Background: an optimization exercise with open tools, aiming at small area and a short achievable clock period. Do not read the settings as production practice. Only simulation tests tie the RTL to the original design; equivalence was not proved.

$ cat flow/design.v
package crc_reg_pkg;
  typedef logic [1:0] reg_addr_t;
  typedef enum logic [1:0]
  {
    ORDER_NONE          = 2'd0,    
    ORDER_BITS_IN_BYTES = 2'd1,    
    ORDER_ALL_BITS      = 2'd2,    
    ORDER_BYTES         = 2'd3     
  } transpose_t;
endpackage
package crc_data_pkg;
  typedef logic [32-1:0] crc_word_t;
  typedef logic [32-1:0] crc_state_t;
  typedef logic crc_width_t;
endpackage
module crc_sel4
(
  input  logic [3:0]  s,
  input  logic [3:0]  d,
  output logic        y
);
  assign y = (s[0] & d[0]) | (s[1] & d[1]) | (s[2] & d[2]) | (s[3] & d[3]);
endmodule
module crc_bit_order
(
  input  crc_data_pkg::crc_word_t  word_in,
  input  crc_reg_pkg::transpose_t  order,
  output crc_data_pkg::crc_word_t  word_out
);
  logic [3:0] sel;
  assign sel[0] = (order == crc_reg_pkg::ORDER_NONE);
  assign sel[1] = (order == crc_reg_pkg::ORDER_BITS_IN_BYTES);
  assign sel[2] = (order == crc_reg_pkg::ORDER_ALL_BITS);
  assign sel[3] = (order == crc_reg_pkg::ORDER_BYTES);
  for (genvar b = 0; b < 4; b++)
  begin : g_byte
    for (genvar i = 0; i < 8; i++)
    begin : g_bit
      crc_sel4 u_sel
      (
        .s (sel),
        .d ({word_in[8*(3 - b) + i],         
             word_in[31 - (8*b + i)],        
             word_in[8*b + 7 - i],           
             word_in[8*b + i]}),             
        .y (word_out[8*b + i])
      );
    end
  end
endmodule
module crc_regs
(
  input  logic                      m,
  input  logic                      reset,
  input  logic                      wr,
  input  logic                      rd,
  input  crc_reg_pkg::reg_addr_t    addr,
  input  crc_data_pkg::crc_word_t   wdata,
  input  crc_data_pkg::crc_word_t   read_word,     
  output crc_data_pkg::crc_word_t   rdata,
  output logic                      rdata_valid,
  output crc_data_pkg::crc_word_t   gpoly_q,       
  output crc_data_pkg::crc_word_t   gpoly_next,    
  output crc_reg_pkg::transpose_t   ctrl_tot,
  output crc_reg_pkg::transpose_t   ctrl_totr,
  output logic                      ctrl_fxor,
  output logic                      ctrl_was,
  output crc_data_pkg::crc_width_t  ctrl_tcrc,
  output logic                      data_load,
  output logic                      seed_load
);
  localparam crc_data_pkg::crc_word_t GPOLY_RESET = 32'h0000_1021;
  logic                     data_wr;        
  crc_data_pkg::crc_word_t  ctrl_word;      
  crc_data_pkg::crc_word_t  read_mux;
  crc_data_pkg::crc_word_t  held;           
  crc_data_pkg::crc_word_t  unswapped;      
  logic                     width_flip;     
  assign data_wr   = wr && (addr == 2'd0);
  assign data_load = data_wr && !ctrl_was;
  assign seed_load = data_wr && ctrl_was;
  assign width_flip = (addr == 2'd2) && (wdata[24] != ctrl_tcrc);
  always_comb
  begin
    gpoly_next = gpoly_q;
    if (reset)
      gpoly_next = {GPOLY_RESET[15:0], GPOLY_RESET[31:16]};    
    else if (wr)
    begin
      if (addr == 2'd1)
        gpoly_next = ctrl_tcrc ? wdata : {wdata[15:0], wdata[31:16]};
      if (width_flip)
        gpoly_next = {gpoly_q[15:0], gpoly_q[31:16]};
    end
  end
  always_ff @(posedge m)
    gpoly_q <= gpoly_next;
  always_ff @(posedge m)
  begin
    if (reset)
    begin
      ctrl_tot  <= crc_reg_pkg::ORDER_NONE;
      ctrl_totr <= crc_reg_pkg::ORDER_NONE;
      ctrl_fxor <= 1'b0;
      ctrl_was  <= 1'b0;
      ctrl_tcrc <= 1'b0;
    end
    else if (wr)
    begin
      if (addr == 2'd2)
      begin
        ctrl_tot  <= crc_reg_pkg::transpose_t'(wdata[31:30]);
        ctrl_totr <= crc_reg_pkg::transpose_t'(wdata[29:28]);
        ctrl_fxor <= wdata[26];
        ctrl_was  <= wdata[25];
        ctrl_tcrc <= wdata[24];    
      end
    end
  end
  assign held      = (addr == 2'd1) ? gpoly_q : read_word;
  assign unswapped = ctrl_tcrc ? held : {held[15:0], held[31:16]};
  always_comb
  begin
    ctrl_word                                = '0;
    ctrl_word[31:30]     = ctrl_tot;
    ctrl_word[29:28]   = ctrl_totr;
    ctrl_word[26]                 = ctrl_fxor;
    ctrl_word[25]                  = ctrl_was;
    ctrl_word[24]                 = ctrl_tcrc;
  end
  always_comb
  begin
    case (addr)
      2'd0:  read_mux = unswapped;
      2'd1: read_mux = unswapped;
      2'd2:  read_mux = ctrl_word;
      default:         read_mux = '0;        
    endcase
  end
  always_ff @(posedge m)
  begin
    if (reset)
    begin
      rdata       <= '0;
      rdata_valid <= 1'b0;
    end
    else
    begin
      rdata_valid <= rd;
      if (rd)
        rdata <= read_mux;                    
    end
  end
endmodule
module crc_ax
(
  input  logic  a,
  input  logic  c,
  input  logic  g,
  output logic  y
);
  assign y = a ^ (c & g);
endmodule
module crc_pp
(
  input  logic  c0,
  input  logic  g0,
  input  logic  c1,
  input  logic  g1,
  output logic  y
);
  assign y = (c0 & g0) ^ (c1 & g1);
endmodule
module crc_x2
(
  input  logic  a,
  input  logic  b,
  output logic  y
);
  assign y = a ^ b;
endmodule
module crc_gx_top
#(
  parameter int N = 8
)
(
  input  logic [N-1:0] poly,       
  output logic [N-1:0] d           
);
  always_comb
  begin
    logic [N-1:0] w;
    w = poly;
    for (int i = 0; i < N; i++)
    begin
      d[i] = w[N-1];
      w = {w[N-2:0], 1'b0} ^ (w[N-1] ? poly : '0);
    end
  end
endmodule
module crc_gx_pre
(
  input  logic [31:0]       p,
  input  logic [6:0]        d,
  output logic [7*32-1:32]   gx
);
  logic n1;
  logic n2;
  logic n3;
  logic n4;
  logic n5;
  logic n6;
  logic n7;
  logic n8;
  logic n9;
  logic n10;
  logic n11;
  logic n12;
  logic n13;
  logic n14;
  logic n15;
  logic n16;
  logic n17;
  logic n18;
  logic n19;
  logic n20;
  logic n21;
  logic n22;
  logic n23;
  logic n24;
  logic n25;
  logic n26;
  logic n27;
  logic n28;
  logic n29;
  logic n30;
  logic n31;
  logic n32;
  logic n33;
  logic n34;
  logic n35;
  logic n36;
  logic n37;
  logic n38;
  logic n39;
  logic n40;
  logic n41;
  logic n42;
  logic n43;
  logic n44;
  logic n45;
  logic n46;
  logic n47;
  logic n48;
  logic n49;
  logic n50;
  logic n51;
  logic n52;
  logic n53;
  logic n54;
  logic n55;
  logic n56;
  logic n57;
  logic n58;
  logic n59;
  logic n60;
  logic n61;
  logic n62;
  logic n63;
  logic n64;
  logic n65;
  logic n66;
  logic n67;
  logic n68;
  logic n69;
  logic n70;
  logic n71;
  logic n72;
  logic n73;
  logic n74;
  logic n75;
  logic n76;
  logic n77;
  logic n78;
  logic n79;
  logic n80;
  logic n81;
  logic n82;
  logic n83;
  logic n84;
  logic n85;
  logic n86;
  logic n87;
  logic n88;
  logic n89;
  logic n90;
  logic n91;
  logic n92;
  logic n93;
  logic n94;
  logic n95;
  logic n96;
  logic n97;
  logic n98;
  logic n99;
  logic n100;
  logic n101;
  logic n102;
  logic n103;
  logic n104;
  logic n105;
  logic n106;
  logic n107;
  logic n108;
  logic n109;
  logic n110;
  logic n111;
  logic n112;
  logic n113;
  logic n114;
  logic n115;
  logic n116;
  logic n117;
  logic n118;
  logic n119;
  logic n120;
  logic n121;
  logic n122;
  logic n123;
  logic n124;
  logic n125;
  logic n126;
  logic n127;
  logic n128;
  logic n129;
  logic n130;
  logic n131;
  logic n132;
  logic n133;
  logic n134;
  logic n135;
  logic n136;
  logic n137;
  logic n138;
  logic n139;
  logic n140;
  logic n141;
  logic n142;
  logic n143;
  logic n144;
  logic n145;
  logic n146;
  logic n147;
  logic n148;
  logic n149;
  logic n150;
  logic n151;
  logic n152;
  logic n153;
  logic n154;
  logic n155;
  logic n156;
  logic n157;
  logic n158;
  logic n159;
  logic n160;
  logic n161;
  logic n162;
  logic n163;
  logic n164;
  logic n165;
  logic n166;
  logic n167;
  logic n168;
  logic n169;
  logic n170;
  logic n171;
  logic n172;
  logic n173;
  logic n174;
  logic n175;
  logic n176;
  logic n177;
  logic n178;
  logic n179;
  logic n180;
  logic n181;
  logic n182;
  logic n183;
  logic n184;
  logic n185;
  logic n186;
  logic n187;
  logic n188;
  logic n189;
  logic n190;
  logic n191;
  logic n192;
  logic n193;
  logic n194;
  logic n195;
  logic n196;
  logic n197;
  logic n198;
  logic n199;
  logic n200;
  logic n201;
  logic n202;
  logic n203;
  logic n204;
  logic n205;
  logic n206;
  logic n207;
  logic n208;
  logic n209;
  logic n210;
  logic n211;
  logic n212;
  logic n213;
  logic n214;
  logic n215;
  logic n216;
  logic n217;
  logic n218;
  logic n219;
  logic n220;
  logic n221;
  logic n222;
  logic n223;
  logic n224;
  logic n225;
  logic n226;
  logic n227;
  logic n228;
  logic n229;
  logic n230;
  logic n231;
  logic n232;
  logic n233;
  logic n234;
  logic n235;
  logic n236;
  logic n237;
  logic n238;
  logic n239;
  logic n240;
  logic n241;
  logic n242;
  logic n243;
  logic n244;
  logic n245;
  logic n246;
  logic n247;
  logic n248;
  logic n249;
  logic n250;
  logic n251;
  logic n252;
  logic n253;
  logic n254;
  logic n255;
  logic n256;
  logic n257;
  logic n258;
  logic n259;
  logic n260;
  logic n261;
  logic n262;
  logic n263;
  logic n264;
  logic n265;
  logic n266;
  crc_pp u_n1 (.c0(d[4]), .g0(p[0]), .c1(d[5]), .g1(p[1]), .y(n1));
  crc_pp u_n2 (.c0(d[3]), .g0(p[0]), .c1(d[4]), .g1(p[1]), .y(n2));
  crc_ax u_n3 (.a(n2), .c(d[5]), .g(p[2]), .y(n3));
  crc_pp u_n4 (.c0(d[2]), .g0(p[0]), .c1(d[3]), .g1(p[1]), .y(n4));
  crc_pp u_n5 (.c0(d[3]), .g0(p[1]), .c1(d[4]), .g1(p[2]), .y(n5));
  crc_ax u_n6 (.a(n5), .c(d[2]), .g(p[0]), .y(n6));
  crc_ax u_n7 (.a(n5), .c(d[5]), .g(p[3]), .y(n7));
  crc_ax u_n8 (.a(n7), .c(d[2]), .g(p[0]), .y(n8));
  crc_pp u_n9 (.c0(d[1]), .g0(p[0]), .c1(d[2]), .g1(p[1]), .y(n9));
  crc_ax u_n10 (.a(n9), .c(d[3]), .g(p[2]), .y(n10));
  crc_pp u_n11 (.c0(d[3]), .g0(p[2]), .c1(d[4]), .g1(p[3]), .y(n11));
  crc_x2 u_n12 (.a(n9), .b(n11), .y(n12));
  crc_ax u_n13 (.a(n11), .c(d[5]), .g(p[4]), .y(n13));
  crc_x2 u_n14 (.a(n9), .b(n13), .y(n14));
  crc_pp u_n15 (.c0(d[0]), .g0(p[0]), .c1(d[1]), .g1(p[1]), .y(n15));
  crc_pp u_n16 (.c0(d[1]), .g0(p[1]), .c1(d[2]), .g1(p[2]), .y(n16));
  crc_ax u_n17 (.a(n16), .c(d[0]), .g(p[0]), .y(n17));
  crc_ax u_n18 (.a(n17), .c(d[3]), .g(p[3]), .y(n18));
  crc_pp u_n19 (.c0(d[3]), .g0(p[3]), .c1(d[4]), .g1(p[4]), .y(n19));
  crc_x2 u_n20 (.a(n17), .b(n19), .y(n20));
  crc_ax u_n21 (.a(n19), .c(d[5]), .g(p[5]), .y(n21));
  crc_x2 u_n22 (.a(n17), .b(n21), .y(n22));
  crc_ax u_n23 (.a(p[0]), .c(d[0]), .g(p[1]), .y(n23));
  crc_ax u_n24 (.a(n23), .c(d[1]), .g(p[2]), .y(n24));
  crc_pp u_n25 (.c0(d[1]), .g0(p[2]), .c1(d[2]), .g1(p[3]), .y(n25));
  crc_x2 u_n26 (.a(n23), .b(n25), .y(n26));
  crc_ax u_n27 (.a(n26), .c(d[3]), .g(p[4]), .y(n27));
  crc_pp u_n28 (.c0(d[3]), .g0(p[4]), .c1(d[4]), .g1(p[5]), .y(n28));
  crc_x2 u_n29 (.a(n26), .b(n28), .y(n29));
  crc_ax u_n30 (.a(n28), .c(d[5]), .g(p[6]), .y(n30));
  crc_x2 u_n31 (.a(n26), .b(n30), .y(n31));
  crc_ax u_n32 (.a(p[1]), .c(d[0]), .g(p[2]), .y(n32));
  crc_ax u_n33 (.a(n32), .c(d[1]), .g(p[3]), .y(n33));
  crc_pp u_n34 (.c0(d[1]), .g0(p[3]), .c1(d[2]), .g1(p[4]), .y(n34));
  crc_x2 u_n35 (.a(n32), .b(n34), .y(n35));
  crc_ax u_n36 (.a(n35), .c(d[3]), .g(p[5]), .y(n36));
  crc_pp u_n37 (.c0(d[3]), .g0(p[5]), .c1(d[4]), .g1(p[6]), .y(n37));
  crc_x2 u_n38 (.a(n35), .b(n37), .y(n38));
  crc_ax u_n39 (.a(n37), .c(d[5]), .g(p[7]), .y(n39));
  crc_x2 u_n40 (.a(n35), .b(n39), .y(n40));
  crc_ax u_n41 (.a(p[2]), .c(d[0]), .g(p[3]), .y(n41));
  crc_ax u_n42 (.a(n41), .c(d[1]), .g(p[4]), .y(n42));
  crc_pp u_n43 (.c0(d[1]), .g0(p[4]), .c1(d[2]), .g1(p[5]), .y(n43));
  crc_x2 u_n44 (.a(n41), .b(n43), .y(n44));
  crc_ax u_n45 (.a(n44), .c(d[3]), .g(p[6]), .y(n45));
  crc_pp u_n46 (.c0(d[3]), .g0(p[6]), .c1(d[4]), .g1(p[7]), .y(n46));
  crc_x2 u_n47 (.a(n44), .b(n46), .y(n47));
  crc_ax u_n48 (.a(n46), .c(d[5]), .g(p[8]), .y(n48));
  crc_x2 u_n49 (.a(n44), .b(n48), .y(n49));
  crc_ax u_n50 (.a(p[3]), .c(d[0]), .g(p[4]), .y(n50));
  crc_ax u_n51 (.a(n50), .c(d[1]), .g(p[5]), .y(n51));
  crc_pp u_n52 (.c0(d[1]), .g0(p[5]), .c1(d[2]), .g1(p[6]), .y(n52));
  crc_x2 u_n53 (.a(n50), .b(n52), .y(n53));
  crc_ax u_n54 (.a(n53), .c(d[3]), .g(p[7]), .y(n54));
  crc_pp u_n55 (.c0(d[3]), .g0(p[7]), .c1(d[4]), .g1(p[8]), .y(n55));
  crc_x2 u_n56 (.a(n53), .b(n55), .y(n56));
  crc_ax u_n57 (.a(n55), .c(d[5]), .g(p[9]), .y(n57));
  crc_x2 u_n58 (.a(n53), .b(n57), .y(n58));
  crc_ax u_n59 (.a(p[4]), .c(d[0]), .g(p[5]), .y(n59));
  crc_ax u_n60 (.a(n59), .c(d[1]), .g(p[6]), .y(n60));
  crc_pp u_n61 (.c0(d[1]), .g0(p[6]), .c1(d[2]), .g1(p[7]), .y(n61));
  crc_x2 u_n62 (.a(n59), .b(n61), .y(n62));
  crc_ax u_n63 (.a(n62), .c(d[3]), .g(p[8]), .y(n63));
  crc_pp u_n64 (.c0(d[3]), .g0(p[8]), .c1(d[4]), .g1(p[9]), .y(n64));
  crc_x2 u_n65 (.a(n62), .b(n64), .y(n65));
  crc_ax u_n66 (.a(n64), .c(d[5]), .g(p[10]), .y(n66));
  crc_x2 u_n67 (.a(n62), .b(n66), .y(n67));
  crc_ax u_n68 (.a(p[5]), .c(d[0]), .g(p[6]), .y(n68));
  crc_ax u_n69 (.a(n68), .c(d[1]), .g(p[7]), .y(n69));
  crc_pp u_n70 (.c0(d[1]), .g0(p[7]), .c1(d[2]), .g1(p[8]), .y(n70));
  crc_x2 u_n71 (.a(n68), .b(n70), .y(n71));
  crc_ax u_n72 (.a(n71), .c(d[3]), .g(p[9]), .y(n72));
  crc_pp u_n73 (.c0(d[3]), .g0(p[9]), .c1(d[4]), .g1(p[10]), .y(n73));
  crc_x2 u_n74 (.a(n71), .b(n73), .y(n74));
  crc_ax u_n75 (.a(n73), .c(d[5]), .g(p[11]), .y(n75));
  crc_x2 u_n76 (.a(n71), .b(n75), .y(n76));
  crc_ax u_n77 (.a(p[6]), .c(d[0]), .g(p[7]), .y(n77));
  crc_ax u_n78 (.a(n77), .c(d[1]), .g(p[8]), .y(n78));
  crc_pp u_n79 (.c0(d[1]), .g0(p[8]), .c1(d[2]), .g1(p[9]), .y(n79));
  crc_x2 u_n80 (.a(n77), .b(n79), .y(n80));
  crc_ax u_n81 (.a(n80), .c(d[3]), .g(p[10]), .y(n81));
  crc_pp u_n82 (.c0(d[3]), .g0(p[10]), .c1(d[4]), .g1(p[11]), .y(n82));
  crc_x2 u_n83 (.a(n80), .b(n82), .y(n83));
  crc_ax u_n84 (.a(n82), .c(d[5]), .g(p[12]), .y(n84));
  crc_x2 u_n85 (.a(n80), .b(n84), .y(n85));
  crc_ax u_n86 (.a(p[7]), .c(d[0]), .g(p[8]), .y(n86));
  crc_ax u_n87 (.a(n86), .c(d[1]), .g(p[9]), .y(n87));
  crc_pp u_n88 (.c0(d[1]), .g0(p[9]), .c1(d[2]), .g1(p[10]), .y(n88));
  crc_x2 u_n89 (.a(n86), .b(n88), .y(n89));
  crc_ax u_n90 (.a(n89), .c(d[3]), .g(p[11]), .y(n90));
  crc_pp u_n91 (.c0(d[3]), .g0(p[11]), .c1(d[4]), .g1(p[12]), .y(n91));
  crc_x2 u_n92 (.a(n89), .b(n91), .y(n92));
  crc_ax u_n93 (.a(n91), .c(d[5]), .g(p[13]), .y(n93));
  crc_x2 u_n94 (.a(n89), .b(n93), .y(n94));
  crc_ax u_n95 (.a(p[8]), .c(d[0]), .g(p[9]), .y(n95));
  crc_ax u_n96 (.a(n95), .c(d[1]), .g(p[10]), .y(n96));
  crc_pp u_n97 (.c0(d[1]), .g0(p[10]), .c1(d[2]), .g1(p[11]), .y(n97));
  crc_x2 u_n98 (.a(n95), .b(n97), .y(n98));
  crc_ax u_n99 (.a(n98), .c(d[3]), .g(p[12]), .y(n99));
  crc_pp u_n100 (.c0(d[3]), .g0(p[12]), .c1(d[4]), .g1(p[13]), .y(n100));
  crc_x2 u_n101 (.a(n98), .b(n100), .y(n101));
  crc_ax u_n102 (.a(n100), .c(d[5]), .g(p[14]), .y(n102));
  crc_x2 u_n103 (.a(n98), .b(n102), .y(n103));
  crc_ax u_n104 (.a(p[9]), .c(d[0]), .g(p[10]), .y(n104));
  crc_ax u_n105 (.a(n104), .c(d[1]), .g(p[11]), .y(n105));
  crc_pp u_n106 (.c0(d[1]), .g0(p[11]), .c1(d[2]), .g1(p[12]), .y(n106));
  crc_x2 u_n107 (.a(n104), .b(n106), .y(n107));
  crc_ax u_n108 (.a(n107), .c(d[3]), .g(p[13]), .y(n108));
  crc_pp u_n109 (.c0(d[3]), .g0(p[13]), .c1(d[4]), .g1(p[14]), .y(n109));
  crc_x2 u_n110 (.a(n107), .b(n109), .y(n110));
  crc_ax u_n111 (.a(n109), .c(d[5]), .g(p[15]), .y(n111));
  crc_x2 u_n112 (.a(n107), .b(n111), .y(n112));
  crc_ax u_n113 (.a(p[10]), .c(d[0]), .g(p[11]), .y(n113));
  crc_ax u_n114 (.a(n113), .c(d[1]), .g(p[12]), .y(n114));
  crc_pp u_n115 (.c0(d[1]), .g0(p[12]), .c1(d[2]), .g1(p[13]), .y(n115));
  crc_x2 u_n116 (.a(n113), .b(n115), .y(n116));
  crc_ax u_n117 (.a(n116), .c(d[3]), .g(p[14]), .y(n117));
  crc_pp u_n118 (.c0(d[3]), .g0(p[14]), .c1(d[4]), .g1(p[15]), .y(n118));
  crc_x2 u_n119 (.a(n116), .b(n118), .y(n119));
  crc_ax u_n120 (.a(n118), .c(d[5]), .g(p[16]), .y(n120));
  crc_x2 u_n121 (.a(n116), .b(n120), .y(n121));
  crc_ax u_n122 (.a(p[11]), .c(d[0]), .g(p[12]), .y(n122));
  crc_ax u_n123 (.a(n122), .c(d[1]), .g(p[13]), .y(n123));
  crc_pp u_n124 (.c0(d[1]), .g0(p[13]), .c1(d[2]), .g1(p[14]), .y(n124));
  crc_x2 u_n125 (.a(n122), .b(n124), .y(n125));
  crc_ax u_n126 (.a(n125), .c(d[3]), .g(p[15]), .y(n126));
  crc_pp u_n127 (.c0(d[3]), .g0(p[15]), .c1(d[4]), .g1(p[16]), .y(n127));
  crc_x2 u_n128 (.a(n125), .b(n127), .y(n128));
  crc_ax u_n129 (.a(n127), .c(d[5]), .g(p[17]), .y(n129));
  crc_x2 u_n130 (.a(n125), .b(n129), .y(n130));
  crc_ax u_n131 (.a(p[12]), .c(d[0]), .g(p[13]), .y(n131));
  crc_ax u_n132 (.a(n131), .c(d[1]), .g(p[14]), .y(n132));
  crc_pp u_n133 (.c0(d[1]), .g0(p[14]), .c1(d[2]), .g1(p[15]), .y(n133));
  crc_x2 u_n134 (.a(n131), .b(n133), .y(n134));
  crc_ax u_n135 (.a(n134), .c(d[3]), .g(p[16]), .y(n135));
  crc_pp u_n136 (.c0(d[3]), .g0(p[16]), .c1(d[4]), .g1(p[17]), .y(n136));
  crc_x2 u_n137 (.a(n134), .b(n136), .y(n137));
  crc_ax u_n138 (.a(n136), .c(d[5]), .g(p[18]), .y(n138));
  crc_x2 u_n139 (.a(n134), .b(n138), .y(n139));
  crc_ax u_n140 (.a(p[13]), .c(d[0]), .g(p[14]), .y(n140));
  crc_ax u_n141 (.a(n140), .c(d[1]), .g(p[15]), .y(n141));
  crc_pp u_n142 (.c0(d[1]), .g0(p[15]), .c1(d[2]), .g1(p[16]), .y(n142));
  crc_x2 u_n143 (.a(n140), .b(n142), .y(n143));
  crc_ax u_n144 (.a(n143), .c(d[3]), .g(p[17]), .y(n144));
  crc_pp u_n145 (.c0(d[3]), .g0(p[17]), .c1(d[4]), .g1(p[18]), .y(n145));
  crc_x2 u_n146 (.a(n143), .b(n145), .y(n146));
  crc_ax u_n147 (.a(n145), .c(d[5]), .g(p[19]), .y(n147));
  crc_x2 u_n148 (.a(n143), .b(n147), .y(n148));
  crc_ax u_n149 (.a(p[14]), .c(d[0]), .g(p[15]), .y(n149));
  crc_ax u_n150 (.a(n149), .c(d[1]), .g(p[16]), .y(n150));
  crc_pp u_n151 (.c0(d[1]), .g0(p[16]), .c1(d[2]), .g1(p[17]), .y(n151));
  crc_x2 u_n152 (.a(n149), .b(n151), .y(n152));
  crc_ax u_n153 (.a(n152), .c(d[3]), .g(p[18]), .y(n153));
  crc_pp u_n154 (.c0(d[3]), .g0(p[18]), .c1(d[4]), .g1(p[19]), .y(n154));
  crc_x2 u_n155 (.a(n152), .b(n154), .y(n155));
  crc_ax u_n156 (.a(n154), .c(d[5]), .g(p[20]), .y(n156));
  crc_x2 u_n157 (.a(n152), .b(n156), .y(n157));
  crc_ax u_n158 (.a(p[15]), .c(d[0]), .g(p[16]), .y(n158));
  crc_ax u_n159 (.a(n158), .c(d[1]), .g(p[17]), .y(n159));
  crc_pp u_n160 (.c0(d[1]), .g0(p[17]), .c1(d[2]), .g1(p[18]), .y(n160));
  crc_x2 u_n161 (.a(n158), .b(n160), .y(n161));
  crc_ax u_n162 (.a(n161), .c(d[3]), .g(p[19]), .y(n162));
  crc_pp u_n163 (.c0(d[3]), .g0(p[19]), .c1(d[4]), .g1(p[20]), .y(n163));
  crc_x2 u_n164 (.a(n161), .b(n163), .y(n164));
  crc_ax u_n165 (.a(n163), .c(d[5]), .g(p[21]), .y(n165));
  crc_x2 u_n166 (.a(n161), .b(n165), .y(n166));
  crc_ax u_n167 (.a(p[16]), .c(d[0]), .g(p[17]), .y(n167));
  crc_ax u_n168 (.a(n167), .c(d[1]), .g(p[18]), .y(n168));
  crc_pp u_n169 (.c0(d[1]), .g0(p[18]), .c1(d[2]), .g1(p[19]), .y(n169));
  crc_x2 u_n170 (.a(n167), .b(n169), .y(n170));
  crc_ax u_n171 (.a(n170), .c(d[3]), .g(p[20]), .y(n171));
  crc_pp u_n172 (.c0(d[3]), .g0(p[20]), .c1(d[4]), .g1(p[21]), .y(n172));
  crc_x2 u_n173 (.a(n170), .b(n172), .y(n173));
  crc_ax u_n174 (.a(n172), .c(d[5]), .g(p[22]), .y(n174));
  crc_x2 u_n175 (.a(n170), .b(n174), .y(n175));
  crc_ax u_n176 (.a(p[17]), .c(d[0]), .g(p[18]), .y(n176));
  crc_ax u_n177 (.a(n176), .c(d[1]), .g(p[19]), .y(n177));
  crc_pp u_n178 (.c0(d[1]), .g0(p[19]), .c1(d[2]), .g1(p[20]), .y(n178));
  crc_x2 u_n179 (.a(n176), .b(n178), .y(n179));
  crc_ax u_n180 (.a(n179), .c(d[3]), .g(p[21]), .y(n180));
  crc_pp u_n181 (.c0(d[3]), .g0(p[21]), .c1(d[4]), .g1(p[22]), .y(n181));
  crc_x2 u_n182 (.a(n179), .b(n181), .y(n182));
  crc_ax u_n183 (.a(n181), .c(d[5]), .g(p[23]), .y(n183));
  crc_x2 u_n184 (.a(n179), .b(n183), .y(n184));
  crc_ax u_n185 (.a(p[18]), .c(d[0]), .g(p[19]), .y(n185));
  crc_ax u_n186 (.a(n185), .c(d[1]), .g(p[20]), .y(n186));
  crc_pp u_n187 (.c0(d[1]), .g0(p[20]), .c1(d[2]), .g1(p[21]), .y(n187));
  crc_x2 u_n188 (.a(n185), .b(n187), .y(n188));
  crc_ax u_n189 (.a(n188), .c(d[3]), .g(p[22]), .y(n189));
  crc_pp u_n190 (.c0(d[3]), .g0(p[22]), .c1(d[4]), .g1(p[23]), .y(n190));
  crc_x2 u_n191 (.a(n188), .b(n190), .y(n191));
  crc_ax u_n192 (.a(n190), .c(d[5]), .g(p[24]), .y(n192));
  crc_x2 u_n193 (.a(n188), .b(n192), .y(n193));
  crc_ax u_n194 (.a(p[19]), .c(d[0]), .g(p[20]), .y(n194));
  crc_ax u_n195 (.a(n194), .c(d[1]), .g(p[21]), .y(n195));
  crc_pp u_n196 (.c0(d[1]), .g0(p[21]), .c1(d[2]), .g1(p[22]), .y(n196));
  crc_x2 u_n197 (.a(n194), .b(n196), .y(n197));
  crc_ax u_n198 (.a(n197), .c(d[3]), .g(p[23]), .y(n198));
  crc_pp u_n199 (.c0(d[3]), .g0(p[23]), .c1(d[4]), .g1(p[24]), .y(n199));
  crc_x2 u_n200 (.a(n197), .b(n199), .y(n200));
  crc_ax u_n201 (.a(n199), .c(d[5]), .g(p[25]), .y(n201));
  crc_x2 u_n202 (.a(n197), .b(n201), .y(n202));
  crc_ax u_n203 (.a(p[20]), .c(d[0]), .g(p[21]), .y(n203));
  crc_ax u_n204 (.a(n203), .c(d[1]), .g(p[22]), .y(n204));
  crc_pp u_n205 (.c0(d[1]), .g0(p[22]), .c1(d[2]), .g1(p[23]), .y(n205));
  crc_x2 u_n206 (.a(n203), .b(n205), .y(n206));
  crc_ax u_n207 (.a(n206), .c(d[3]), .g(p[24]), .y(n207));
  crc_pp u_n208 (.c0(d[3]), .g0(p[24]), .c1(d[4]), .g1(p[25]), .y(n208));
  crc_x2 u_n209 (.a(n206), .b(n208), .y(n209));
  crc_ax u_n210 (.a(n208), .c(d[5]), .g(p[26]), .y(n210));
  crc_x2 u_n211 (.a(n206), .b(n210), .y(n211));
  crc_ax u_n212 (.a(p[21]), .c(d[0]), .g(p[22]), .y(n212));
  crc_ax u_n213 (.a(n212), .c(d[1]), .g(p[23]), .y(n213));
  crc_pp u_n214 (.c0(d[1]), .g0(p[23]), .c1(d[2]), .g1(p[24]), .y(n214));
  crc_x2 u_n215 (.a(n212), .b(n214), .y(n215));
  crc_ax u_n216 (.a(n215), .c(d[3]), .g(p[25]), .y(n216));
  crc_pp u_n217 (.c0(d[3]), .g0(p[25]), .c1(d[4]), .g1(p[26]), .y(n217));
  crc_x2 u_n218 (.a(n215), .b(n217), .y(n218));
  crc_ax u_n219 (.a(n217), .c(d[5]), .g(p[27]), .y(n219));
  crc_x2 u_n220 (.a(n215), .b(n219), .y(n220));
  crc_ax u_n221 (.a(p[22]), .c(d[0]), .g(p[23]), .y(n221));
  crc_ax u_n222 (.a(n221), .c(d[1]), .g(p[24]), .y(n222));
  crc_pp u_n223 (.c0(d[1]), .g0(p[24]), .c1(d[2]), .g1(p[25]), .y(n223));
  crc_x2 u_n224 (.a(n221), .b(n223), .y(n224));
  crc_ax u_n225 (.a(n224), .c(d[3]), .g(p[26]), .y(n225));
  crc_pp u_n226 (.c0(d[3]), .g0(p[26]), .c1(d[4]), .g1(p[27]), .y(n226));
  crc_x2 u_n227 (.a(n224), .b(n226), .y(n227));
  crc_ax u_n228 (.a(n226), .c(d[5]), .g(p[28]), .y(n228));
  crc_x2 u_n229 (.a(n224), .b(n228), .y(n229));
  crc_ax u_n230 (.a(p[23]), .c(d[0]), .g(p[24]), .y(n230));
  crc_ax u_n231 (.a(n230), .c(d[1]), .g(p[25]), .y(n231));
  crc_pp u_n232 (.c0(d[1]), .g0(p[25]), .c1(d[2]), .g1(p[26]), .y(n232));
  crc_x2 u_n233 (.a(n230), .b(n232), .y(n233));
  crc_ax u_n234 (.a(n233), .c(d[3]), .g(p[27]), .y(n234));
  crc_pp u_n235 (.c0(d[3]), .g0(p[27]), .c1(d[4]), .g1(p[28]), .y(n235));
  crc_x2 u_n236 (.a(n233), .b(n235), .y(n236));
  crc_ax u_n237 (.a(n235), .c(d[5]), .g(p[29]), .y(n237));
  crc_x2 u_n238 (.a(n233), .b(n237), .y(n238));
  crc_ax u_n239 (.a(p[24]), .c(d[0]), .g(p[25]), .y(n239));
  crc_ax u_n240 (.a(n239), .c(d[1]), .g(p[26]), .y(n240));
  crc_pp u_n241 (.c0(d[1]), .g0(p[26]), .c1(d[2]), .g1(p[27]), .y(n241));
  crc_x2 u_n242 (.a(n239), .b(n241), .y(n242));
  crc_ax u_n243 (.a(n242), .c(d[3]), .g(p[28]), .y(n243));
  crc_pp u_n244 (.c0(d[3]), .g0(p[28]), .c1(d[4]), .g1(p[29]), .y(n244));
  crc_x2 u_n245 (.a(n242), .b(n244), .y(n245));
  crc_ax u_n246 (.a(n244), .c(d[5]), .g(p[30]), .y(n246));
  crc_x2 u_n247 (.a(n242), .b(n246), .y(n247));
  crc_ax u_n248 (.a(p[25]), .c(d[0]), .g(p[26]), .y(n248));
  crc_ax u_n249 (.a(n248), .c(d[1]), .g(p[27]), .y(n249));
  crc_pp u_n250 (.c0(d[1]), .g0(p[27]), .c1(d[2]), .g1(p[28]), .y(n250));
  crc_x2 u_n251 (.a(n248), .b(n250), .y(n251));
  crc_ax u_n252 (.a(n251), .c(d[3]), .g(p[29]), .y(n252));
  crc_pp u_n253 (.c0(d[3]), .g0(p[29]), .c1(d[4]), .g1(p[30]), .y(n253));
  crc_x2 u_n254 (.a(n251), .b(n253), .y(n254));
  crc_ax u_n255 (.a(p[26]), .c(d[0]), .g(p[27]), .y(n255));
  crc_ax u_n256 (.a(n255), .c(d[1]), .g(p[28]), .y(n256));
  crc_pp u_n257 (.c0(d[1]), .g0(p[28]), .c1(d[2]), .g1(p[29]), .y(n257));
  crc_x2 u_n258 (.a(n255), .b(n257), .y(n258));
  crc_ax u_n259 (.a(n258), .c(d[3]), .g(p[30]), .y(n259));
  crc_ax u_n260 (.a(p[27]), .c(d[0]), .g(p[28]), .y(n260));
  crc_ax u_n261 (.a(n260), .c(d[1]), .g(p[29]), .y(n261));
  crc_pp u_n262 (.c0(d[1]), .g0(p[29]), .c1(d[2]), .g1(p[30]), .y(n262));
  crc_x2 u_n263 (.a(n260), .b(n262), .y(n263));
  crc_ax u_n264 (.a(p[28]), .c(d[0]), .g(p[29]), .y(n264));
  crc_ax u_n265 (.a(n264), .c(d[1]), .g(p[30]), .y(n265));
  crc_ax u_n266 (.a(p[29]), .c(d[0]), .g(p[30]), .y(n266));
  assign gx[192] = (d[5] & p[0]);
  assign gx[160] = (d[4] & p[0]);
  assign gx[193] = n1;
  assign gx[128] = (d[3] & p[0]);
  assign gx[161] = n2;
  assign gx[194] = n3;
  assign gx[96] = (d[2] & p[0]);
  assign gx[129] = n4;
  assign gx[162] = n6;
  assign gx[195] = n8;
  assign gx[64] = (d[1] & p[0]);
  assign gx[97] = n9;
  assign gx[130] = n10;
  assign gx[163] = n12;
  assign gx[196] = n14;
  assign gx[32] = (d[0] & p[0]);
  assign gx[65] = n15;
  assign gx[98] = n17;
  assign gx[131] = n18;
  assign gx[164] = n20;
  assign gx[197] = n22;
  assign gx[33] = n23;
  assign gx[66] = n24;
  assign gx[99] = n26;
  assign gx[132] = n27;
  assign gx[165] = n29;
  assign gx[198] = n31;
  assign gx[34] = n32;
  assign gx[67] = n33;
  assign gx[100] = n35;
  assign gx[133] = n36;
  assign gx[166] = n38;
  assign gx[199] = n40;
  assign gx[35] = n41;
  assign gx[68] = n42;
  assign gx[101] = n44;
  assign gx[134] = n45;
  assign gx[167] = n47;
  assign gx[200] = n49;
  assign gx[36] = n50;
  assign gx[69] = n51;
  assign gx[102] = n53;
  assign gx[135] = n54;
  assign gx[168] = n56;
  assign gx[201] = n58;
  assign gx[37] = n59;
  assign gx[70] = n60;
  assign gx[103] = n62;
  assign gx[136] = n63;
  assign gx[169] = n65;
  assign gx[202] = n67;
  assign gx[38] = n68;
  assign gx[71] = n69;
  assign gx[104] = n71;
  assign gx[137] = n72;
  assign gx[170] = n74;
  assign gx[203] = n76;
  assign gx[39] = n77;
  assign gx[72] = n78;
  assign gx[105] = n80;
  assign gx[138] = n81;
  assign gx[171] = n83;
  assign gx[204] = n85;
  assign gx[40] = n86;
  assign gx[73] = n87;
  assign gx[106] = n89;
  assign gx[139] = n90;
  assign gx[172] = n92;
  assign gx[205] = n94;
  assign gx[41] = n95;
  assign gx[74] = n96;
  assign gx[107] = n98;
  assign gx[140] = n99;
  assign gx[173] = n101;
  assign gx[206] = n103;
  assign gx[42] = n104;
  assign gx[75] = n105;
  assign gx[108] = n107;
  assign gx[141] = n108;
  assign gx[174] = n110;
  assign gx[207] = n112;
  assign gx[43] = n113;
  assign gx[76] = n114;
  assign gx[109] = n116;
  assign gx[142] = n117;
  assign gx[175] = n119;
  assign gx[208] = n121;
  assign gx[44] = n122;
  assign gx[77] = n123;
  assign gx[110] = n125;
  assign gx[143] = n126;
  assign gx[176] = n128;
  assign gx[209] = n130;
  assign gx[45] = n131;
  assign gx[78] = n132;
  assign gx[111] = n134;
  assign gx[144] = n135;
  assign gx[177] = n137;
  assign gx[210] = n139;
  assign gx[46] = n140;
  assign gx[79] = n141;
  assign gx[112] = n143;
  assign gx[145] = n144;
  assign gx[178] = n146;
  assign gx[211] = n148;
  assign gx[47] = n149;
  assign gx[80] = n150;
  assign gx[113] = n152;
  assign gx[146] = n153;
  assign gx[179] = n155;
  assign gx[212] = n157;
  assign gx[48] = n158;
  assign gx[81] = n159;
  assign gx[114] = n161;
  assign gx[147] = n162;
  assign gx[180] = n164;
  assign gx[213] = n166;
  assign gx[49] = n167;
  assign gx[82] = n168;
  assign gx[115] = n170;
  assign gx[148] = n171;
  assign gx[181] = n173;
  assign gx[214] = n175;
  assign gx[50] = n176;
  assign gx[83] = n177;
  assign gx[116] = n179;
  assign gx[149] = n180;
  assign gx[182] = n182;
  assign gx[215] = n184;
  assign gx[51] = n185;
  assign gx[84] = n186;
  assign gx[117] = n188;
  assign gx[150] = n189;
  assign gx[183] = n191;
  assign gx[216] = n193;
  assign gx[52] = n194;
  assign gx[85] = n195;
  assign gx[118] = n197;
  assign gx[151] = n198;
  assign gx[184] = n200;
  assign gx[217] = n202;
  assign gx[53] = n203;
  assign gx[86] = n204;
  assign gx[119] = n206;
  assign gx[152] = n207;
  assign gx[185] = n209;
  assign gx[218] = n211;
  assign gx[54] = n212;
  assign gx[87] = n213;
  assign gx[120] = n215;
  assign gx[153] = n216;
  assign gx[186] = n218;
  assign gx[219] = n220;
  assign gx[55] = n221;
  assign gx[88] = n222;
  assign gx[121] = n224;
  assign gx[154] = n225;
  assign gx[187] = n227;
  assign gx[220] = n229;
  assign gx[56] = n230;
  assign gx[89] = n231;
  assign gx[122] = n233;
  assign gx[155] = n234;
  assign gx[188] = n236;
  assign gx[221] = n238;
  assign gx[57] = n239;
  assign gx[90] = n240;
  assign gx[123] = n242;
  assign gx[156] = n243;
  assign gx[189] = n245;
  assign gx[222] = n247;
  assign gx[58] = n248;
  assign gx[91] = n249;
  assign gx[124] = n251;
  assign gx[157] = n252;
  assign gx[190] = n254;
  assign gx[59] = n255;
  assign gx[92] = n256;
  assign gx[125] = n258;
  assign gx[158] = n259;
  assign gx[60] = n260;
  assign gx[93] = n261;
  assign gx[126] = n263;
  assign gx[61] = n264;
  assign gx[94] = n265;
  assign gx[62] = n266;
  assign gx[63] = d[1];
  assign gx[95] = d[2];
  assign gx[127] = d[3];
  assign gx[159] = d[4];
  assign gx[191] = d[5];
  assign gx[223] = d[6];
endmodule
module crc_stage
#(
  parameter int           R    = 1,
  parameter logic [31:0]  INJ  = 32'h0,
  parameter logic [31:0]  POST = 32'h0
)
(
  input  logic [31:0]     acc_in,
  input  logic [R*32-1:0] gx,
  input  logic [31:0]     inj,
  output logic [31:0]     acc_out
);
  localparam int NP = R / 2;                   
  localparam int NL = NP + ((R % 2) ? 1 : 0);  
  logic [R-1:0] c;
  for (genvar i = 0; i < R; i++)
  begin : g_c
    assign c[i] = acc_in[31 - i];    
  end
  for (genvar j = 0; j < 32; j++)
  begin : g_bit
    localparam bit PRE    = INJ[j] && !POST[j];
    localparam bit HAS_SH = (j >= R) || PRE;
    localparam int NLEAF  = NL + ((HAS_SH && !(R % 2)) ? 1 : 0);
    logic              sh;           
    logic [NLEAF-1:0]  leaf;
    logic              sum;
    if (j < R)
    begin : g_nosh
      if (PRE)
        assign sh = inj[j];
      else
        assign sh = 1'b0;
    end
    else
    begin : g_sh
      if (PRE)
        crc_x2 u_inj (.a(acc_in[j-R]), .b(inj[j]), .y(sh));
      else
        assign sh = acc_in[j-R];
    end
    for (genvar k = 0; k < NP; k++)
    begin : g_pp
      crc_pp u_pp (.c0(c[2*k]),   .g0(gx[(R - 1 - 2*k) * 32 + j]),
                   .c1(c[2*k+1]), .g1(gx[(R - 2 - 2*k) * 32 + j]),
                   .y(leaf[k]));
    end
    if (R % 2)
    begin : g_odd
      if (HAS_SH)
        crc_ax u_ax (.a(sh), .c(c[R-1]), .g(gx[j]), .y(leaf[NP]));
      else
        assign leaf[NP] = c[R-1] & gx[j];
    end
    else if (HAS_SH)
    begin : g_even
      assign leaf[NP] = sh;
    end
    crc_xtree #(.N(NLEAF)) u_tree (.x(leaf), .y(sum));
    if (POST[j])
      crc_x2 u_post (.a(sum), .b(inj[j]), .y(acc_out[j]));
    else
      assign acc_out[j] = sum;
  end
endmodule
module crc_xtree
#(
  parameter int N = 1
)
(
  input  logic [N-1:0] x,
  output logic         y
);
  if (N == 1)
  begin : g_one
    assign y = x[0];
  end
  else if (N == 2)
  begin : g_two
    crc_x2 u_x (.a(x[0]), .b(x[1]), .y(y));
  end
  else
  begin : g_split
    localparam int H = (N > 16) ? 16 : (N > 8) ? 8 : (N > 4) ? 4 : (N > 2) ? 2 : 1;
    logic ylo, yhi;
    crc_xtree #(.N(H))     u_lo (.x(x[H-1:0]), .y(ylo));
    crc_xtree #(.N(N - H)) u_hi (.x(x[N-1:H]), .y(yhi));
    crc_x2 u_x (.a(ylo), .b(yhi), .y(y));
  end
endmodule
module crc_engine
(
  input  logic                      m,
  input  logic                      reset,
  input  crc_data_pkg::crc_word_t   order_word,    
  input  crc_data_pkg::crc_word_t   gpoly,         
  input  logic [31:25]               gpoly_top_next,   
  input  crc_data_pkg::crc_width_t  width,
  input  logic                      data_load,
  input  logic                      seed_load,
  input  logic                      width_flip,    
  output crc_data_pkg::crc_state_t  rem            
);
  logic [7*32-1:0]           gx;        
  logic [6:0]               d;         
  logic [31:0]               acc [7];   
  logic [15:0]               late;      
  logic [31:0]               inj2;
  logic [31:0]               inj3;
  logic [31:0]               inj4;
  logic [31:0]               inj_last;
  crc_data_pkg::crc_state_t  fold;
  crc_data_pkg::crc_state_t  seed;
  assign gx[31:0] = {gpoly[31:16], gpoly[15:0] & {16{width}}};
  logic [6:0]               d_next;
  logic [6:1]               d_q;
  crc_gx_top #(.N(7)) u_top
  (
    .poly (gpoly_top_next),
    .d    (d_next)
  );
  always_ff @(posedge m)
    d_q <= d_next[6:1];
  assign d = {d_q, gx[31]};
  crc_gx_pre u_pre
  (
    .p  (gx[31:0]),
    .d  (d),
    .gx (gx[7*32-1:32])
  );
  assign acc[0]   = {rem[31:16], rem[15:0] & {16{width}}};
  assign late     = width ? 16'h0000 : order_word[31:16];
  assign inj_last = width ? order_word : {order_word[15:0], 16'h0000};
  always_comb
  begin
    inj2 = 32'h0;
    inj2[26] = late[15];
    inj2[25] = late[14];
  end
  always_comb
  begin
    inj3 = 32'h0;
    inj3[31] = late[13];
    inj3[30] = late[12];
    inj3[29] = late[11];
    inj3[28] = late[10];
    inj3[27] = late[9];
    inj3[26] = late[8];
    inj3[25] = late[7];
  end
  always_comb
  begin
    inj4 = 32'h0;
    inj4[31] = late[6];
    inj4[30] = late[5];
    inj4[29] = late[4];
    inj4[28] = late[3];
    inj4[27] = late[2];
    inj4[26] = late[1];
    inj4[25] = late[0];
  end
  crc_stage #(.R(1), .INJ(32'h00000000), .POST(32'h00000000)) u_st0
    (.acc_in(acc[0]), .gx(gx[0 +: 32]), .inj(32'h0), .acc_out(acc[1]));
  crc_stage #(.R(3), .INJ(32'h00000000), .POST(32'h00000000)) u_st1
    (.acc_in(acc[1]), .gx(gx[0 +: 96]), .inj(32'h0), .acc_out(acc[2]));
  crc_stage #(.R(7), .INJ(32'h06000000), .POST(32'h06000000)) u_st2
    (.acc_in(acc[2]), .gx(gx[0 +: 224]), .inj(inj2), .acc_out(acc[3]));
  crc_stage #(.R(7), .INJ(32'hFE000000), .POST(32'h00000000)) u_st3
    (.acc_in(acc[3]), .gx(gx[0 +: 224]), .inj(inj3), .acc_out(acc[4]));
  crc_stage #(.R(7), .INJ(32'hFE000000), .POST(32'h00000000)) u_st4
    (.acc_in(acc[4]), .gx(gx[0 +: 224]), .inj(inj4), .acc_out(acc[5]));
  crc_stage #(.R(7), .INJ(32'hFFFFFFFF), .POST(32'h00000000)) u_st5
    (.acc_in(acc[5]), .gx(gx[0 +: 224]), .inj(inj_last), .acc_out(acc[6]));
  assign fold = {acc[6][31:16], acc[6][15:0] & {16{width}}};
  assign seed = inj_last;
  always_ff @(posedge m)
  begin
    if (reset)
      rem <= 32'hFFFF_FFFF;
    else if (seed_load)
      rem <= seed;
    else if (data_load)
      rem <= fold;
    else if (width_flip)
      rem <= {rem[15:0], rem[31:16]};
  end
endmodule
module crc_readout
(
  input  crc_data_pkg::crc_state_t  rem,           
  input  crc_data_pkg::crc_width_t  width,
  input  logic                      fxor,
  input  crc_reg_pkg::transpose_t   order,
  output crc_data_pkg::crc_word_t   read_word
);
  crc_data_pkg::crc_word_t  inv_mask;    
  crc_data_pkg::crc_word_t  inv_word;
  assign inv_mask = width ? 32'hFFFF_FFFF : 32'hFFFF_0000;
  assign inv_word = fxor ? (rem ^ inv_mask) : rem;
  crc_bit_order u_read_order
  (
    .word_in  (inv_word),
    .order    (order),
    .word_out (read_word)
  );
endmodule
module crc_unit
(
  input  logic                     m,
  input  logic                     reset,
  input  logic                     wr,            
  input  logic                     rd,            
  input  crc_reg_pkg::reg_addr_t   addr,
  input  crc_data_pkg::crc_word_t  wdata,
  output crc_data_pkg::crc_word_t  rdata,
  output logic                     rdata_valid
);
  crc_data_pkg::crc_word_t   gpoly;
  crc_data_pkg::crc_word_t   gpoly_next;    
  crc_reg_pkg::transpose_t   ctrl_tot;
  crc_reg_pkg::transpose_t   ctrl_totr;
  logic                      ctrl_fxor;
  logic                      ctrl_was;
  crc_data_pkg::crc_width_t  ctrl_tcrc;
  logic                      data_load;
  logic                      seed_load;
  logic                      width_flip;    
  crc_data_pkg::crc_word_t   order_word;    
  crc_data_pkg::crc_state_t  rem;           
  crc_data_pkg::crc_word_t   read_word;     
  crc_regs u_regs
  (
    .m           (m),
    .reset       (reset),
    .wr          (wr),
    .rd          (rd),
    .addr        (addr),
    .wdata       (wdata),
    .read_word   (read_word),
    .rdata       (rdata),
    .rdata_valid (rdata_valid),
    .gpoly_q     (gpoly),
    .gpoly_next  (gpoly_next),
    .ctrl_tot    (ctrl_tot),
    .ctrl_totr   (ctrl_totr),
    .ctrl_fxor   (ctrl_fxor),
    .ctrl_was    (ctrl_was),
    .ctrl_tcrc   (ctrl_tcrc),
    .data_load   (data_load),
    .seed_load   (seed_load)
  );
  assign width_flip = wr && (addr == 2'd2) && (wdata[24] != ctrl_tcrc);
  crc_bit_order u_write_order
  (
    .word_in  (wdata),
    .order    (ctrl_tot),
    .word_out (order_word)
  );
  crc_engine u_engine
  (
    .m          (m),
    .reset      (reset),
    .order_word (order_word),
    .gpoly      (gpoly),
    .gpoly_top_next (gpoly_next[31:25]),
    .width      (ctrl_tcrc),
    .data_load  (data_load),
    .seed_load  (seed_load),
    .width_flip (width_flip),
    .rem        (rem)
  );
  crc_readout u_readout
  (
    .rem       (rem),
    .width     (ctrl_tcrc),
    .fxor      (ctrl_fxor),
    .order     (ctrl_totr),
    .read_word (read_word)
  );
endmodule
$ cat flow/flow/run.sh
#!/bin/bash
# Standard layout, with timing repair aimed well below the clock period so
# that the achieved period shrinks; constraints are left as given.
set -o pipefail
cat standard.sh > standard_copy.log
cat config.mk > config_copy.log
export SETUP_SLACK_MARGIN=7.5
export TNS_END_PERCENT=5
# port buffers: the smallest plain buffer, resized later where timing needs it
export BUFFER_PORTS_ARGS="-buffer_cell sky130_fd_sc_hd__buf_1"
bash standard.sh synth > synth.log 2>&1 || exit 1
bash standard.sh > finish.log 2>&1 || exit 1
$ cat flow/standard.sh
#!/bin/bash
# synth_recipe.tcl (not shown) runs the flow's synth.tcl, then flattens the netlist and writes it again
# the make line also repeats each setting of config.mk as NAME=value (left out here)
make -C /OpenROAD-flow-scripts/flow DESIGN_CONFIG=/design/flow/config.mk WORK_HOME=/design/flow/orfs CLKGATE_MAP_FILE= SYNTH_SCRIPT=/design/flow/synth_recipe.tcl "${@:-finish}"
$ cat flow/config.mk
export PLATFORM = sky130hd
export DESIGN_NAME = crc_unit
export DESIGN_NICKNAME = crc_unit
export VERILOG_FILES = /design/flow/design.v
export SDC_FILE = /design/flow/constraint.sdc
export NUM_CORES = 4
export LEC_CHECK = 0
export CAP_MARGIN = 20
export CORE_MARGIN = 2
export CORE_UTILIZATION = 40
export PLACE_DENSITY = 0.6
export SLEW_MARGIN = 20
export SYNTH_HIERARCHICAL = 1
export SYNTH_MINIMUM_KEEP_SIZE = 0
$ cat flow/constraint.sdc
create_clock -name core_clock -period 15.0 [get_ports {m}]
set_input_delay 3.0000 -clock core_clock [delete_from_list [all_inputs] [get_ports {m}]]
set_output_delay 3.0000 -clock core_clock [all_outputs]
set_load 0.01 [all_outputs]
==> impl_metrics.tcl, run 1 <==
set metrics [dict create \
    slew_viol_final 0 \
    hold_depth 2 \
    root_buffer "clkbuf_16" \
    first_iter_violations 3415 \
    antenna_left 0 \
    critPathKind "in -> reg" \
    rrSetupSlack_ns 7.67 \
    hpwlAfterDp_mm 77.2 \
    syn-mean-instance-area_um2 6.97 \
    die_h_um 270 \
    num_antenna_cells 0 \
    synth_cells 4072 \
    fmax_mhz 135 \
    gp_congestion 1.04 \
    via_per_inst 5.57 \
    final_cell_mix "nand2_1, xor2_1, xnor2_1, a22oi_1, dfxtp_1" \
    relSlewSlack_pct 26.1 \
    initial_utilization_pct 40.5 \
    antenna_found_initial 5 \
    ff2ff_path_depth 29 \
    grt_overflow 0 \
    die_area_um2 73100 \
    wirelength_mm 110 \
    numCtsBuffers 9 \
    die_w_um 270 \
    crit_family "XOR/XNOR gates" \
    crit_chain "buf_1 -> buf_4 -> a22oi_1 -> nand2_1 -> nor2b_4 -> xor2_4 -> buf_6 -> nand2_1 -> xor2_2 -> xor2_2 -> xor2_4 -> buf_12 -> nand2_1 -> xor2_2 -> xor2_4 -> xor2_4 -> buf_8 -> nand2_1 -> xor2_1 -> xor2_1 -> xor2_1 -> a221oi_1 -> o31ai_1" \
    post-route-period-util_pct 49.5 \
    cp_max_fo 32 \
    grt_max_degree 66 \
    design.core.area_um2 70100 \
    holdCritPathClass "reg -> reg" \
    grt_pass1_vias 24200 \
    fin_nets 3803 \
    synth_nets 4113 \
    yosys_warnings 11 \
    hold_viol 0 \
    startpoint "wdata[24]" \
    wl_per_cell_um 23.4 \
    ios 71 \
    placed_cells 4673 \
    synth.cell_area_um2 28400 \
    tns_ns 0 \
    worst_pin_slew_ns 1.11 \
    drc 0 \
    critPathMaxStageDelay_ns 0.32 \
    path_clk_slew_ns 0.09 \
    max-cap-violations 0 \
    hp-start "u_regs.ctrl_fxor" \
    r2r-end "u_engine.rem[15]" \
    status "no timing/DRC/antenna violations" \
    skew_ns 0.0118 \
    cts_sinks 110 \
    worstPathArrival_ns 7.72 \
    io_buffer_count 70 \
    drive_gt1_share_pct 10.0 \
    clkLatencyLatePin_ns 0.39 \
    finalCriticalPeriod_ns 7.43 \
    cp-start-kind "input pin" \
    finalNonFillerCells 4707 \
    crit_buf_inv 5 \
    fp-row-count 97 \
    grt_usage_pct 29.1 \
    final_common_cell "nand2_1" \
    cts_tree "done" \
    areaGrowthSynthToFinish_pct 2.38 \
    final_area_um2 29100 \
    slowest_stage "xor2_2" \
    hold_end "u_regs.ctrl_fxor" \
    placed_area_um2 27500 \
    vias 26200 \
    firstDrtPassIters 7 \
    grt_pass1_wl_mm 163 \
    clk_path_buf_depth 2 \
    setup.worst_path.end_class "flip-flop" \
    h-tree-depth 3 \
    reg2reg_from "u_regs.gpoly_q[26]" \
    worstPathRequired_ns 15.29 \
    rsz0062_at_grt "false" \
    cts_hold_buf 0 \
    setup_viol 0 \
]
through the flow:
step                hold WS (ns)  utilization, %  setup WS [ns]
floorplan                  0.453               -           7.54
global placement           0.444            39.2           5.40
detailed placement         0.449            39.2           5.41
CTS                        0.461            40.5           7.50
global route               0.483            41.4           7.42
finish                     0.459            41.4           7.57
worst register-to-register path: cells and delay by family, from the launching register on:
kind                      cells  cell delay [ns]
AOI/OAI and AO/OA             2             0.40
xor gates and xnor gates     16             4.28
buffers and inverters         5             1.29
DFF                           1             0.31
and+or+nand+nor               6             0.97
flip-flops by register name, indices dropped and copies added, names as in the netlist:
name                flops
u_regs.rdata_valid      1
u_regs.ctrl_totr        2
u_regs.gpoly_q         32
u_engine.d_q            6
u_regs.ctrl_was         1
u_regs.ctrl_fxor        1
u_regs.ctrl_tcrc        1
u_regs.ctrl_tot         2
u_engine.rem           32
u_regs.rdata           32
how the worst max path moves through the flow:
stage                             to  slack [ns]  cells after the start
detailed placement  u_engine.rem[15]        5.41                     29
CTS                 u_engine.rem[11]        7.50                     22
floorplan            u_engine.rem[3]        7.54                     21
global placement    u_engine.rem[29]        5.40                     29
finish              u_engine.rem[15]        7.57                     23
global route        u_engine.rem[29]        7.42                     30
per-layer routing:
metal / part of all wire [%] / GRT usage (%) / up-vias / wire (µm)
met4: 6.0 / 15.4 / 10 / 6650
met5: 0.068 / 0 / - / 75
met1: 41 / 38.3 / 12400 / 44800
met2: 43 / 43.7 / 1523 / 47000
li1: - / - / 11900 / -
met3: 11 / 7.07 / 359 / 11800
final cells by class:
class                           count  area [µm²]
Timing Repair Buffer              195        1550
Tap cell                          940        1180
Inverter                            8        30.0
Clock inverter                      7        77.6
Multi-Input combinational cell   3438       23800
Sequential cell                   110        2220
Fill cell                        7321       41100
Clock buffer                        9         225
timing repair:
action,in CTS,in global routing
gates cloned,0,0
setup buffers,9,9
endpoints found under the setup margin,32,32
resized for setup,103,98
pin swaps,13,31
==> run 2: changes to the inputs <==
--- a/flow/flow/run.sh
+++ b/flow/flow/run.sh
@@ -4,8 +4,8 @@
 set -o pipefail
 cat standard.sh > standard_copy.log
 cat config.mk > config_copy.log
-export SETUP_SLACK_MARGIN=7.5
-export TNS_END_PERCENT=5
+export SETUP_SLACK_MARGIN=8
+export TNS_END_PERCENT=20
 # port buffers: the smallest plain buffer, resized later where timing needs it
 export BUFFER_PORTS_ARGS="-buffer_cell sky130_fd_sc_hd__buf_1"
 bash standard.sh synth > synth.log 2>&1 || exit 1
==> run 2 against run 1 <==
- critical path depth grew 5
- routed wire length grew 11%
- non-clock buffer count rose by 101
- flip-flop and latch count did not move
- critical endpoint is now u_engine.rem[29]
- synthesized cell count unchanged
==> impl_metrics.tcl, run 2 <==
set metrics [dict create \
    status "no timing/DRC/antenna violations" \
    antenna_left 0 \
    finalNonFillerCells 4815 \
    cts_tree "done" \
    clk_path_buf_depth 2 \
    gp_congestion 1.00 \
    initial_utilization_pct 40.5 \
    h-tree-depth 3 \
    rsz0062_at_grt "true" \
    yosys_warnings 11 \
    skew_ns 0.0125 \
    wl_per_cell_um 25.4 \
    grt_max_degree 80 \
    die_h_um 270 \
    grt_overflow 0 \
    fmax_mhz 136 \
    critPathKind "reg -> reg" \
    grt_usage_pct 30.7 \
    synth.cell_area_um2 28400 \
    tns_ns 0 \
    clkLatencyLatePin_ns 0.40 \
    drc 0 \
    design.core.area_um2 70100 \
    areaGrowthSynthToFinish_pct 11.0 \
    holdCritPathClass "reg -> reg" \
    synth_nets 4113 \
    ios 71 \
    worstPathRequired_ns 15.32 \
    slowest_stage "xor2_1" \
    hpwlAfterDp_mm 77.4 \
    finalCriticalPeriod_ns 7.33 \
    cp-start-kind "flip-flop" \
    cts_hold_buf 0 \
    setup_viol 0 \
    fp-row-count 97 \
    wirelength_mm 122 \
    vias 28000 \
    fin_util_pct 44.9 \
    hold_viol 0 \
    slew_viol_final 0 \
    firstDrtPassIters 6 \
    cts_sinks 110 \
    syn-mean-instance-area_um2 6.97 \
    placed_cells 4675 \
    crit_top_cell "xor2_1" \
    worst_pin_slew_ns 1.21 \
    post-route-period-util_pct 48.9 \
    via_per_inst 5.81 \
    die_w_um 270 \
    root_buffer "clkbuf_16" \
    synth_cells 4072 \
    die_area_um2 73100 \
    io_buffer_count 70 \
    grt_use_met1_pct 40.2 \
    top_regs "u_engine.rem x32, u_regs.gpoly_q x32, u_regs.rdata x32" \
    first_iter_violations 4313 \
    path_clk_slew_ns 0.09 \
    final_cell_mix "nand2_1, xor2_1, xnor2_1, a22oi_1, buf_4" \
    gr-usage-met2_pct 43.7 \
    drive_gt1_share_pct 15.1 \
    grt.busiest_layer "met2" \
    numCtsBuffers 9 \
    relSlewSlack_pct 19.1 \
    max-cap-violations 0 \
    final_common_cell "nand2_1" \
    setup.worst_path.end_class "flip-flop" \
    grt_pass1_vias 24600 \
    use_met3_pct 9.32 \
    antenna_found_initial 6 \
    grt_pass1_wl_mm 169 \
    cp_max_fo 17 \
    worstPathArrival_ns 7.66 \
    fin_nets 3904 \
    critPathMaxStageDelay_ns 0.51 \
]
## run 2: cell types whose count changed in the layout (fill, tap and decap cells not counted), sizes merged
cell / change
inv: +2
bufbuf: +5
clkinvlp: -1
clkbuf: +13
clkinv: -1
diode: +7
buf: +83
## run 2: final cells by class
type                            instances  area (µm²)
Fill cell                            6953       38600
Multi-Input combinational cell       3438       24600
Timing Repair Buffer                  296        3140
Sequential cell                       110        2220
Tap cell                              940        1180
Clock buffer                            9         225
Clock inverter                          7        83.8
Inverter                                8        30.0
Antenna cell                            7        17.5
## run 2: through the flow
step	setup WS [ns]	cell area [µm²]	hold slack (ns)
floorplan	8.02	28400	0.453
global placement	5.82	27500	0.443
detailed placement	5.82	27500	0.449
CTS	8.00	30000	0.461
global route	7.53	31500	0.479
finish	7.67	31500	0.460
## run 2: worst max-delay path: cells and delay by family, from the launching register on
| family | cells | cell delay (ns) |
|---|---|---|
| compound gates | 1 | 0.18 |
| xor+xnor | 17 | 5.07 |
| buf+inv | 5 | 1.07 |
| flops | 1 | 0.37 |
| mux | 1 | 0.13 |
| simple gates | 4 | 0.42 |
## run 2: what timing repair did
action | CTS | global route
gates resized for setup | 232 | 142
gates cloned | 10 | 14
pin swaps | 55 | 102
endpoints found under the setup margin | 32 | 34
buffers inserted | 50 | 43
## run 2: final timing paths
check	cells after the start	to	start	slack (ns)
setup / recovery	28	u_engine.rem[29]	u_regs.gpoly_q[22]	7.67
hold / removal	2	u_regs.ctrl_fxor	u_regs.ctrl_fxor	0.46
setup reg to reg	28	u_engine.rem[29]	u_regs.gpoly_q[22]	7.67
hold reg to reg	2	u_regs.ctrl_fxor	u_regs.ctrl_fxor	0.46
## run 2: layer usage
metal,vias to the layer above,part of all wire [%]
li1,12100,-
met1,13200,38
met2,2136,40
met3,519,14
met4,4,7.2
met5,-,0.024
==> run 3: changes to the inputs <==
--- a/flow/flow/run.sh
+++ b/flow/flow/run.sh
@@ -4,7 +4,7 @@
 set -o pipefail
 cat standard.sh > standard_copy.log
 cat config.mk > config_copy.log
-export SETUP_SLACK_MARGIN=8
+export SETUP_SLACK_MARGIN=7.5
 export TNS_END_PERCENT=20
 # port buffers: the smallest plain buffer, resized later where timing needs it
 export BUFFER_PORTS_ARGS="-buffer_cell sky130_fd_sc_hd__buf_1"
--- a/flow/config.mk
+++ b/flow/config.mk
@@ -7,7 +7,7 @@
 export LEC_CHECK = 0
 export CAP_MARGIN = 20
 export CORE_MARGIN = 2
-export CORE_UTILIZATION = 40
+export CORE_UTILIZATION = 35
 export PLACE_DENSITY = 0.6
 export SLEW_MARGIN = 20
 export SYNTH_HIERARCHICAL = 1
==> run 3 against run 2 <==
- sequential share of layout area is 0.48 points higher
- global-route usage is 5.3 points lower
- maximum frequency is 1.9% lower
- synthesized cell count stayed put
- area after synthesis stayed put
- die area is 14% higher
==> impl_metrics.tcl, run 3 <==
set metrics [dict create \
    status "no timing/DRC/antenna violations" \
    tns_ns 0 \
    cp-start-kind "input pin" \
    setup_viol 0 \
    vias 26300 \
    holdCritPathClass "reg -> reg" \
    antenna_found_initial 4 \
    grt_overflow 0 \
    die_area_um2 83400 \
    wl_per_cell_um 22.7 \
    clkLatencyLatePin_ns 0.40 \
    h-tree-depth 3 \
    yosys_warnings 11 \
    crit_chain "buf_1 -> a22oi_1 -> nand2_1 -> nor2b_1 -> xor2_1 -> xnor2_2 -> xor2_2 -> xor2_4 -> buf_12 -> nand2_1 -> xor2_1 -> xor2_2 -> xor2_4 -> buf_6 -> nand2_1 -> xor2_2 -> xor2_2 -> xor2_1 -> a221oi_2 -> o31ai_2" \
    relSlewSlack_pct 26.9 \
    die_w_um 289 \
    final_area_um2 29400 \
    firstDrtPassIters 6 \
    crit_buf_inv 3 \
    wirelength_mm 110 \
    worstPathRequired_ns 15.31 \
    numCtsBuffers 9 \
    io_buffer_count 70 \
    post-route-period-util_pct 49.9 \
    fmax_mhz 134 \
    grt_max_degree 66 \
    finalCriticalPeriod_ns 7.48 \
    final_cell_mix "nand2_1, xor2_1, xnor2_1, a22oi_1, dfxtp_1" \
    final_common_cell "nand2_1" \
    fin_nets 3813 \
    critPathMaxStageDelay_ns 0.43 \
    synth_nets 4113 \
    hold_viol 0 \
    max-cap-violations 0 \
    grt_pass1_wl_mm 160 \
    gp_congestion 1.00 \
    placed_cells 4791 \
    antenna_left 0 \
    path_clk_slew_ns 0.09 \
    syn-mean-instance-area_um2 6.97 \
    root_buffer "clkbuf_16" \
    worst_pin_slew_ns 1.09 \
    areaGrowthSynthToFinish_pct 3.56 \
    ios 71 \
    hpwlAfterDp_mm 77.7 \
    initial_utilization_pct 35.3 \
    cp_max_fo 32 \
    first_iter_violations 3716 \
    slowest_stage "buf_1" \
    finalNonFillerCells 4839 \
    cts_hold_buf 0 \
    fp-row-count 104 \
    skew_ns 0.0109 \
    critPathKind "in -> reg" \
    setup.worst_path.end_class "flip-flop" \
    design.core.area_um2 80400 \
    n_fill_cell 8423 \
    rsz0062_at_grt "false" \
    via_per_inst 5.44 \
    crit_top_cell "xor2_2" \
    crit_family "XOR/XNOR gates" \
    grt_pass1_vias 23700 \
    top_regs "u_engine.rem x32, u_regs.gpoly_q x32, u_regs.rdata x32" \
    synth.cell_area_um2 28400 \
    placed_area_um2 27600 \
    cts_sinks 110 \
    clk_path_buf_depth 2 \
    die_h_um 289 \
]
## run 3: final cells by class
| class | count | area (µm²) | share of cell area [%] |
|---|---|---|---|
| clock inverters | 7 | 98.8 | 0.336 |
| flip-flops and latches | 110 | 2210 | 7.52 |
| well taps | 1060 | 1330 | 4.51 |
| multi-input cells | 3438 | 23800 | 81.0 |
| inverters | 8 | 30.0 | 0.102 |
| diodes | 2 | 5.00 | 0.0170 |
| clock buffers | 9 | 225 | 0.766 |
| repair buffers | 205 | 1690 | 5.74 |
## run 3: routing by layer
| layer | GRT usage (%) | vias to the layer above | routed length, µm |
|---|---|---|---|
| met3 | 5.88 | 316 | 11300 |
| met1 | 32.9 | 12600 | 43900 |
| met2 | 38.9 | 1515 | 48000 |
| met5 | 0 | - | 12 |
| li1 | - | 11900 | - |
| met4 | 13.8 | 2 | 6860 |
## run 3: worst reg2reg max path, delay by kind of cell, from the launching register on
kind / cells / cell delay, ns
xor gates and xnor gates: 16 / 4.36
DFF: 1 / 0.32
and+or+nand+nor: 6 / 0.86
buffers and inverters: 6 / 1.45
AOI/OAI and AO/OA: 2 / 0.33
## run 3: worst paths after layout
check / depth (start not counted) / startpoint / slack, ns / to
min reg2reg: 2 / u_regs.ctrl_fxor / 0.46 / u_regs.ctrl_fxor
max: 20 / wdata[5] / 7.52 / u_engine.rem[10]
min: 2 / u_regs.ctrl_fxor / 0.46 / u_regs.ctrl_fxor
max reg2reg: 30 / u_regs.gpoly_q[26] / 7.60 / u_engine.rem[10]
## run 3: what timing repair did
action,4_1_cts,5_1_grt
resized for setup,105,95
endpoints found under the hold margin,0,0
cloned,0,1
endpoints found under the setup margin,32,32
setup buffers,12,17
pin swaps,10,28
## run 3: metrics by stage
step           hold WS [ns]  utilization, %
2_1_floorplan         0.453               -
3_3_place_gp          0.448            34.4
3_5_place_dp          0.451            34.4
4_1_cts               0.465            35.6
5_1_grt               0.506            36.6
6_report              0.464            36.6

## static timing again, ports no longer ideal
The results above use ideal ports. As a check the final layouts listed here were re-extracted and re-timed, cells and wires unchanged. Step 1, drivers: a clkbuf_16 drives m and a buf_2 each remaining input, both assumed. Step 2 moves the port delays by t, midway between the first and last clock arrival at a register: inputs arrive t later, outputs are due t later. That takes back most of the time a late clock gives input paths. Three values: ideal ports, drivers, drivers and shift; two values: the first two.
run | t, ns | setup WS [ns] | worst setup path after step 2 | worst register clock-pin slew, ns | cell pins on the clock port's net
run 1 | 0.440 | 7.571 / 7.594 / 7.154 | input to register | 0.09 / 0.09 | 1
run 2 | 0.443 | 7.666 / 7.666 / 7.261 | input to register | 0.09 / 0.09 | 1
run 3 | 0.446 | 7.522 / 7.556 / 7.110 | input to register | 0.09 / 0.09 | 1
After both steps setup and hold are still met in every run listed. For run 1, which loses most, drivers alone change the setup slack by +0.023 ns; drivers and shift together by -0.417 ns.
